Context: an optimization exercise on an open-source flow, tuned for small area and a short achievable clock period. The choices shown serve that exercise and are no tape-out recipe.
In this exercise RTL edits were held to simulation tests only and were not proved equivalent to the original.
Power and IR drop assume default switching activity.

==> inputs of run X <==
==> flow/design.v (excerpt) <==
module conv3x3_mac_stage
#(
    parameter int N     = 32,
    parameter int SHIFT = 4
) (
    input  logic        clk,
    input  logic        rst,
    input  logic        data_load,
    input  logic [71:0] window,
    input  logic        frame_start,
    input  logic        coef_we,
    input  logic [3:0]  coef_addr,
    input  logic [7:0]  coef_data,
    output logic [7:0]  pix_o,
    output logic        valid_o,
    output logic        frame_done_o
);
    localparam int CW = $clog2(N);
    logic [CW-1:0] col, row;
    logic          last;
    logic [4:0] vpipe;
    logic [71:64]   win_q;
    logic [71:0]   coef_q;
    logic [35:0]   psum_q;
    logic [8:0] c1x_0, c2x_0, psum_0;
    logic [8:0] c1x_1, c2x_1, psum_1;
    logic [8:0] c1x_2, c2x_2, psum_2;
    logic [8:0] c1x_3, c2x_3, psum_3;
    logic sa_0_0;
    logic sb_0_0;
    logic sc_0_0;
    logic [8:0] u_0_0;
    logic u_0_0_a0, u_0_0_b0, u_0_0_c0;
    logic u_0_0_a1, u_0_0_b1, u_0_0_c1;
    logic u_0_0_a2, u_0_0_b2, u_0_0_c2;
    logic u_0_0_a3, u_0_0_b3, u_0_0_c3;
    logic u_0_0_a4, u_0_0_b4, u_0_0_c4;
    logic u_0_0_a5, u_0_0_b5, u_0_0_c5;
    logic u_0_0_a6, u_0_0_b6, u_0_0_c6;
    logic u_0_0_a7, u_0_0_b7, u_0_0_c7;
    logic u_0_0_a8, u_0_0_b8, u_0_0_c8;
    logic sa_0_1;
    logic sb_0_1;
    logic sc_0_1;
    logic [8:0] u_0_1;
    logic u_0_1_a0, u_0_1_b0, u_0_1_c0;
    logic u_0_1_a1, u_0_1_b1, u_0_1_c1;
    logic u_0_1_a2, u_0_1_b2, u_0_1_c2;
    logic u_0_1_a3, u_0_1_b3, u_0_1_c3;
    logic u_0_1_a4, u_0_1_b4, u_0_1_c4;
    logic u_0_1_a5, u_0_1_b5, u_0_1_c5;
    logic u_0_1_a6, u_0_1_b6, u_0_1_c6;
    logic u_0_1_a7, u_0_1_b7, u_0_1_c7;
    logic u_0_1_a8, u_0_1_b8, u_0_1_c8;
    logic sa_0_2;
    logic sb_0_2;
    logic sc_0_2;
    logic [8:0] u_0_2;
    logic u_0_2_a0, u_0_2_b0, u_0_2_c0;
    logic u_0_2_a1, u_0_2_b1, u_0_2_c1;
    logic u_0_2_a2, u_0_2_b2, u_0_2_c2;
  ...
==> flow/config.mk <==
export PLATFORM = sky130hd
export DESIGN_NAME = conv3x3_mac_stage
export DESIGN_NICKNAME = conv3x3_mac_stage
export VERILOG_FILES = /design/flow/design.v
export SDC_FILE = /design/flow/constraint.sdc
export NUM_CORES = 4
export LEC_CHECK = 0
export CAP_MARGIN = 20
export CORE_MARGIN = 2
export CORE_UTILIZATION = 60
export CTS_CLUSTER_DIAMETER = 100
export CTS_CLUSTER_SIZE = 30
export SETUP_SLACK_MARGIN = 3.6
export SLEW_MARGIN = 20
export SYNTH_HIERARCHICAL = 1
==> flow/constraint.sdc <==
create_clock -name core_clock -period 6.0 [get_ports {clk}]
set_input_delay 1.2000 -clock core_clock [delete_from_list [all_inputs] [get_ports {clk}]]
set_output_delay 1.2000 -clock core_clock [all_outputs]
set_load 0.01 [all_outputs]
run.sh (not shown) runs the stock make flow with config.mk's settings and CLKGATE_MAP_FILE= SYNTH_SCRIPT=/design/flow/synth_recipe.tcl, a recipe that flattens the netlist after the stock synthesis.
==> inputs of run B, as changes to run X <==
--- a/flow/design.v
+++ b/flow/design.v
@@ -2997,4 +2997,13 @@
     assign y = ~(a & b);
 endmodule
+module conv_a22oi (
+    input  logic a1,
+    input  logic a2,
+    input  logic b1,
+    input  logic b2,
+    output logic y
+);
+    assign y = ~((a1 & a2) | (b1 & b2));
+endmodule
 module conv_nand3 (
     input  logic a,
Settings changed: CAP_MARGIN 20 to 10, CTS_CLUSTER_DIAMETER 100 to 80, CTS_CLUSTER_SIZE 30 to 25, SLEW_MARGIN 20 to 10.
==> results by group <==
Setup path
  • Launching point of the worst reg2reg path: u_coef.coef[7]$_SDFF_PN0_
  • Max incr delay on CP: 0.62 ns

Outcome
  • Run status: finished clean

Pwr
  • Worst vdd rail ir drop: 0.000224 V
  • Combinational gate power: 0.00118 W
  • Total power: 0.00654 W

Finish
  • Layout filler cell count: 3151

Hold path
  • Hold Path Sink: pr1[3]$_DFF_P_

STA
  • Post-layout minimum cycle time: 2.47 ns

Detailed routing
  • Routed length on met2: 41000 um
  • Amount of wire on met3 after detailed routing: 12000 um
# the run above: run X

==> results by group <==
Setup path
  • Max incr delay on CP: 0.65 ns
  • Launching point of the worst reg2reg path: sb_5_0$_DFF_P_

Finish
  • Layout filler cell count: 3075

STA
  • Post-layout minimum cycle time: 2.46 ns

Pwr
  • Total power: 0.00709 W
  • Combinational gate power: 0.00124 W
  • Worst vdd rail ir drop: 0.000311 V

Detailed routing
  • Routed length on met2: 42700 um
  • Avg Vias per Cell: 6.27
  • Amount of wire on met3 after detailed routing: 12100 um

Hold path
  • Hold Path Sink: pr2[29]$_DFF_P_

Outcome
  • Run status: finished clean
# the run above: run B



==> inputs of build 67 <==
conv3x3_mac_stage with an RTL version that a note above also has.
## conv3x3_mac_stage
module conv3x3_mac_stage
#(
    parameter int N     = 32,
    parameter int SHIFT = 4
) (
    input  logic        clk,
    input  logic        rst,
    input  logic        data_load,
    input  logic [71:0] window,
    input  logic        frame_start,
    input  logic        coef_we,
    input  logic [3:0]  coef_addr,
    input  logic [7:0]  coef_data,
    output logic [7:0]  pix_o,
    output logic        valid_o,
    output logic        frame_done_o
);
make LEC_CHECK=0 CAP_MARGIN=20 CORE_MARGIN=2 CORE_UTILIZATION=60 CTS_CLUSTER_DIAMETER=80 CTS_CLUSTER_SIZE=25 SETUP_SLACK_MARGIN=3.75 SLEW_MARGIN=20 SYNTH_HIERARCHICAL=1 finish   # period 6.0 ns
==> build 16 (differences from build 67) <==
- SETUP_SLACK_MARGIN: 3.75 -> 3.5
==> trial 59 (differences from build 67) <==
- CORE_UTILIZATION: 60 -> 68
- CTS_CLUSTER_DIAMETER: 80 -> 100
- CTS_CLUSTER_SIZE: 25 -> 30
- PLACE_DENSITY: unset -> 0.72
- SETUP_SLACK_MARGIN: 3.75 -> 3.6
==> comparison table <==
Clock network power share: trial 59 24.8%; build 16 29.2%; build 67 31.1%
Critical Path RT: trial 59 6470 ps; build 16 6430 ps; build 67 6490 ps
Wire length of the first global-routing pass: trial 59 149,000 um; build 16 142,000 um; build 67 157,000 um
Power Internal: trial 59 4.65 mW; build 16 4.79 mW; build 67 5.13 mW
Area taken by flip-flops and latches: trial 59 0.00994 mm2; build 16 0.00974 mm2; build 67 0.0101 mm2
Worst skew pair latency: trial 59 590 ps; build 16 600 ps; build 67 650 ps
Fraction of the cycle the final worst path needs: trial 59 41.7%; build 16 42.6%; build 67 42.0%
WP data arrival: trial 59 2970 ps; build 16 2980 ps; build 67 3010 ps
Filler instances: trial 59 2,209; build 16 3,180; build 67 2,566
Status: trial 59 finished clean; build 16 finished clean; build 67 finished clean
Routed wl met3: trial 59 16,000 um; build 16 12,500 um; build 67 17,400 um
Metal-1 WL: trial 59 33,800 um; build 16 36,600 um; build 67 39,100 um
Non-filler instance count after layout: trial 59 3,373; build 16 3,456; build 67 3,578
Post-detailed-route via-to-cell ratio: trial 59 6.84; build 16 6.32; build 67 6.76
Met2 GRT Util: trial 59 76.0%; build 16 66.1%; build 67 73.4%
Flop pwr share: trial 59 54.1%; build 16 53.5%; build 67 48.7%
Worst Reg2Reg Path Length in Cells: trial 59 4; build 16 5; build 67 6
NumNets Final: trial 59 3,350; build 16 3,347; build 67 3,469
Power spent charging and discharging nets: trial 59 2.22 mW; build 16 2.10 mW; build 67 2.47 mW
Met1 Track Usage GR: trial 59 62.1%; build 16 57.3%; build 67 60.2%
Post-cts sizing count: trial 59 314; build 16 172; build 67 707

-- afterwards: timing with drivers on the ports --
Ports are ideal in the flow. The routed layouts listed here were re-timed in OpenROAD. Step 1 (the two cells are an assumption about what drives the block):
set clk [get_ports {clk}]
set_driving_cell -lib_cell sky130_fd_sc_hd__clkbuf_16 $clk
set_driving_cell -lib_cell sky130_fd_sc_hd__buf_2 [delete_from_list [all_inputs] $clk]
Step 2 adds t to the input delays and takes it off the output delays; t is the mean of the earliest and latest rising clock arrival at the registers after step 1. Input paths then give back, and output paths get back, about the clock's delay inside the block. a / b / c = ideal / step 1 / step 2; a / b = the first two.
run	shift t [ns]	slack for setup (ns)	clock arrival spread, ns	worst data-port slew with drivers (ns)	pins driven straight from the clock port
run X	0.631	3.526 / 3.526 / 3.158	0.029 / 0.029	0.07	1
run B	0.659	3.536 / 3.536 / 3.187	0.032 / 0.033	0.07	1
build 67	0.684	3.478 / 3.478 / 3.162	0.047 / 0.048	0.05	1
build 16	0.651	3.445 / 3.445 / 3.074	0.027 / 0.027	0.07	1
trial 59	0.641	3.499 / 3.499 / 3.109	0.029 / 0.029	0.05	1
After both steps setup and hold are still met in every run listed. For trial 59, which loses most, drivers alone change the setup slack by 0.000 ns; drivers and shift together by -0.390 ns.
